Background: an optimization exercise with open tools, aiming at small area, a short achievable clock period and few clock cycles per item. Do not read the settings as production practice. The RTL was checked by simulation tests, not by an equivalence proof against the original design. No activity file was given, so power comes from the tool's default toggle rates.

## oak
## bit_chunk_lane_splitter_unit
module bit_chunk_lane_splitter_unit
(
   input  logic                  clock,
   input  logic                  reset,
   input  logic                  req_valid,
   output logic                  req_ready,
   input  logic                  req_action,
   input  logic [7:0]            req_data_byte,
   output logic                  rsp_valid,
   input  logic                  rsp_ready,
   output logic [3:0]            rsp_lane,
   output logic [7:0]            rsp_out_byte,
   output logic                  rsp_last,
   input  logic                  csr_we,
   input  logic [CSR_IDX_W-1:0]  csr_index,
   input  logic [CSR_DATA_W-1:0] csr_data
);
Settings: LEC_CHECK=0, ABC_AREA=1, CAP_MARGIN=20, CORE_MARGIN=2, CORE_UTILIZATION=40, SETUP_SLACK_MARGIN=2.4, SLEW_MARGIN=20; clock period 6.5 ns.
run.sh (not shown) runs the stock make flow with config.mk's settings and CLKGATE_MAP_FILE= SYNTH_SCRIPT=/design/flow/synth_recipe.tcl, a recipe that flattens the netlist after the stock synthesis.
oak finished every step from synthesis to the final layout, and the layout passed the timing, DRC and antenna checks.
Testbench counts of oak, summed over its fixed seeds: cycles 5,766, items 4,211.
What pine does differently from oak at the input level:
- putting CTS_CLUSTER_SIZE at 26 where nothing was set
- putting CTS_CLUSTER_DIAMETER at 150 where nothing was set
- swapping 2.4 for 3.0 in SETUP_SLACK_MARGIN
==> comparison <==
Per the final summary, pine finished and its layout is clean on timing, DRC and antenna.
Per the comparison of pine with oak, worst setup slack +290 ps, area growth from synthesis to final layout +2.9 points, combinational power +9.0%.
Compared with oak, in pine half-perimeter wire length after detailed placement ~0 delta; normalized max-slew margin now larger; combinational fraction of design power rose by 7.0 points.
Edits applied to the flow inputs when going from pine to birch:
- a change of CORE_UTILIZATION from 40 to 55
- a change of CTS_CLUSTER_SIZE from 26 to 22
Findings:
Final weighted congestion in routability-driven placement delta for birch relative to pine: 0.026 higher. The complex-gate fraction of the synthesized area on birch is in line with that on pine. For pine, the top metal layer carrying routed signals was met4, unlike birch, where it was met5. As far as number of buffer cells added on primary ports goes, birch and pine are indistinguishable; the numbers are identical. From pine to birch the numbers moved as follows: count of buffers not belonging to the clock network in the layout +1.8%; sequential power went up by about 2%. Higher number of detailed-routing iterations run before antenna repair among pine and birch: birch. ~same hold slack in pine and birch. Clock-buffer cell count, pine and birch: lower on pine. The higher relative contribution of the clock network to total power of pine and birch is in birch. Final critical-path share of the clock period for birch: 1.2 points up relative to pine. Higher total chip power was reported by birch, not pine.
Input changes introduced in maple (baseline for comparison: birch):
- removing CTS_CLUSTER_DIAMETER (formerly 150)
- removing CTS_CLUSTER_SIZE (formerly 22)
- changing SETUP_SLACK_MARGIN from 3.0 to 2.4
- changing CORE_UTILIZATION from 55 to 40
- setting CTS_BUF_LIST to sky130_fd_sc_hd__clkbuf_4 sky130_fd_sc_hd__clkbuf_8 for the first time
[summary]
maple completed end to end with timing, DRC and antenna clean.
Compared with birch, maple shows number of setup buffers added after CTS lower by 42.
Instance area at placement was lower in the run labelled birch.
On insertion delay to the later sink of the worst-skew pair, the higher figure sits with maple, not birch.
Between birch and maple, combinational logic power decreased.
Taking birch as 1.0, maple lands at 0.72 on total length of routed met3 wires.
maple has final worst slack below what birch had.
birch has higher total vias in the final route than maple.
Compared with birch, maple is the more power-hungry design.
Against birch as the reference, maple delivers a lower design area.

Starting RTL as in the previous note.
Settings: LEC_CHECK=0, ABC_AREA=1, CAP_MARGIN=20, CORE_MARGIN=2, CORE_UTILIZATION=40, CTS_CLUSTER_DIAMETER=150, CTS_CLUSTER_SIZE=20, SETUP_SLACK_MARGIN=3.3, SLEW_MARGIN=20; clock period 6.5 ns.
The starting point produced a clean layout.
Testbench counts at the start, summed over its fixed seeds: cycles 5,766, items 4,211.
Edit:
--- a/flow/config.mk
+++ b/flow/config.mk
@@ -11,5 +11,6 @@
 export CORE_UTILIZATION = 40
 export CTS_CLUSTER_DIAMETER = 150
-export CTS_CLUSTER_SIZE = 20
-export SETUP_SLACK_MARGIN = 3.3
+export CTS_CLUSTER_SIZE = 23
+export SETUP_SLACK_MARGIN = 3.0
 export SLEW_MARGIN = 20
+export TNS_END_PERCENT = 0
Outcome: The changed run produced a clean layout; worst hold slack improves by 0.013 ns; first-iteration DRC count goes down by 6.3%; design area went down by 5.7%; fmax is about the same; synthesized cell count stays the same; global-route usage falls by 1.1 points; via count decreases by 1.9%; wire length fell by 5.4%; clock-buffer cell count went down by 2.
Edit:
--- a/flow/config.mk
+++ b/flow/config.mk
@@ -12,5 +12,5 @@
 export CTS_CLUSTER_DIAMETER = 150
 export CTS_CLUSTER_SIZE = 23
-export SETUP_SLACK_MARGIN = 3.0
+export SETUP_SLACK_MARGIN = 3.3
 export SLEW_MARGIN = 20
 export TNS_END_PERCENT = 0
=> Worst hold slack is unchanged; synthesized area does not change; critical path depth does not change.
Edit:
--- a/flow/config.mk
+++ b/flow/config.mk
@@ -12,5 +12,4 @@
 export CTS_CLUSTER_DIAMETER = 150
 export CTS_CLUSTER_SIZE = 23
-export SETUP_SLACK_MARGIN = 3.3
+export SETUP_SLACK_MARGIN = 3.0
 export SLEW_MARGIN = 20
-export TNS_END_PERCENT = 0
Final area is higher by about 0.9%.
Die area does not change.
Via count drops by about 0.4%.
Combinational power is higher by about 3%.
Sequential cell count does not change.
First-iteration DRC count came out higher by about 2%.
Sequential share of layout area fell by 0.28 points.
Wire length rises by about 1.2%.
Global-route usage increases by 0.34 points.
Edit:
--- a/flow/config.mk
+++ b/flow/config.mk
@@ -10,6 +10,4 @@
 export CORE_MARGIN = 2
 export CORE_UTILIZATION = 40
-export CTS_CLUSTER_DIAMETER = 150
-export CTS_CLUSTER_SIZE = 23
 export SETUP_SLACK_MARGIN = 3.0
 export SLEW_MARGIN = 20
Clock power goes up by about 65%.
Die area stays the same.
Via count goes up by about 1%.
Count of clock-buffer cells in the layout goes up by 19.
Final cell count goes up by 1.3%.
Routed wire length goes up by about 1.4%.
Critical path depth goes down by 5.
Power goes up by about 8%.
Hold slack gets worse by 0.0077 ns.

## static timing again, ports no longer ideal
In the flow no input, the clock included, has a driving cell. The finished layouts below were timed again as built, in two steps. Step 1 assumes that a clkbuf_16 drives the clock port and a buf_2 every other input. Step 2 adds t to the input delays and takes it off the output delays; t is the mean of the earliest and latest rising clock arrival at the registers after step 1. Input paths then give back, and output paths get back, about the clock's delay inside the block. a / b / c = no drivers / after step 1 / after step 2; a / b = the first two.
run | t (ns) | setup WS [ns] | worst setup path after step 2 | latest minus earliest clock arrival (ns) | slew at the worst register clock pin (ns)
oak | 0.601 | 2.502 / 2.450 / 2.016 | input to register | 0.027 / 0.027 | 0.07 / 0.07
pine | 0.577 | 2.791 / 2.736 / 2.379 | input to register | 0.022 / 0.021 | 0.12 / 0.12
birch | 0.583 | 2.711 / 2.690 / 2.303 | input to register | 0.037 / 0.037 | 0.11 / 0.11
maple | 0.697 | 2.484 / 2.453 / 1.989 | input to register | 0.056 / 0.055 | 0.07 / 0.07
the first run of note 2 | 0.587 | 2.767 / 2.709 / 2.310 | input to register | 0.036 / 0.035 | 0.10 / 0.10
the second run of note 2 | 0.583 | 2.772 / 2.715 / 2.276 | input to register | 0.030 / 0.030 | 0.12 / 0.12
the third run of note 2 | 0.583 | 2.772 / 2.715 / 2.276 | input to register | 0.030 / 0.030 | 0.12 / 0.12
the fourth run of note 2 | 0.596 | 2.757 / 2.701 / 2.386 | input to register | 0.037 / 0.036 | 0.11 / 0.11
the fifth run of note 2 | 0.616 | 2.769 / 2.717 / 2.305 | input to register | 0.026 / 0.026 | 0.07 / 0.07
After both steps every run listed still meets setup and hold.
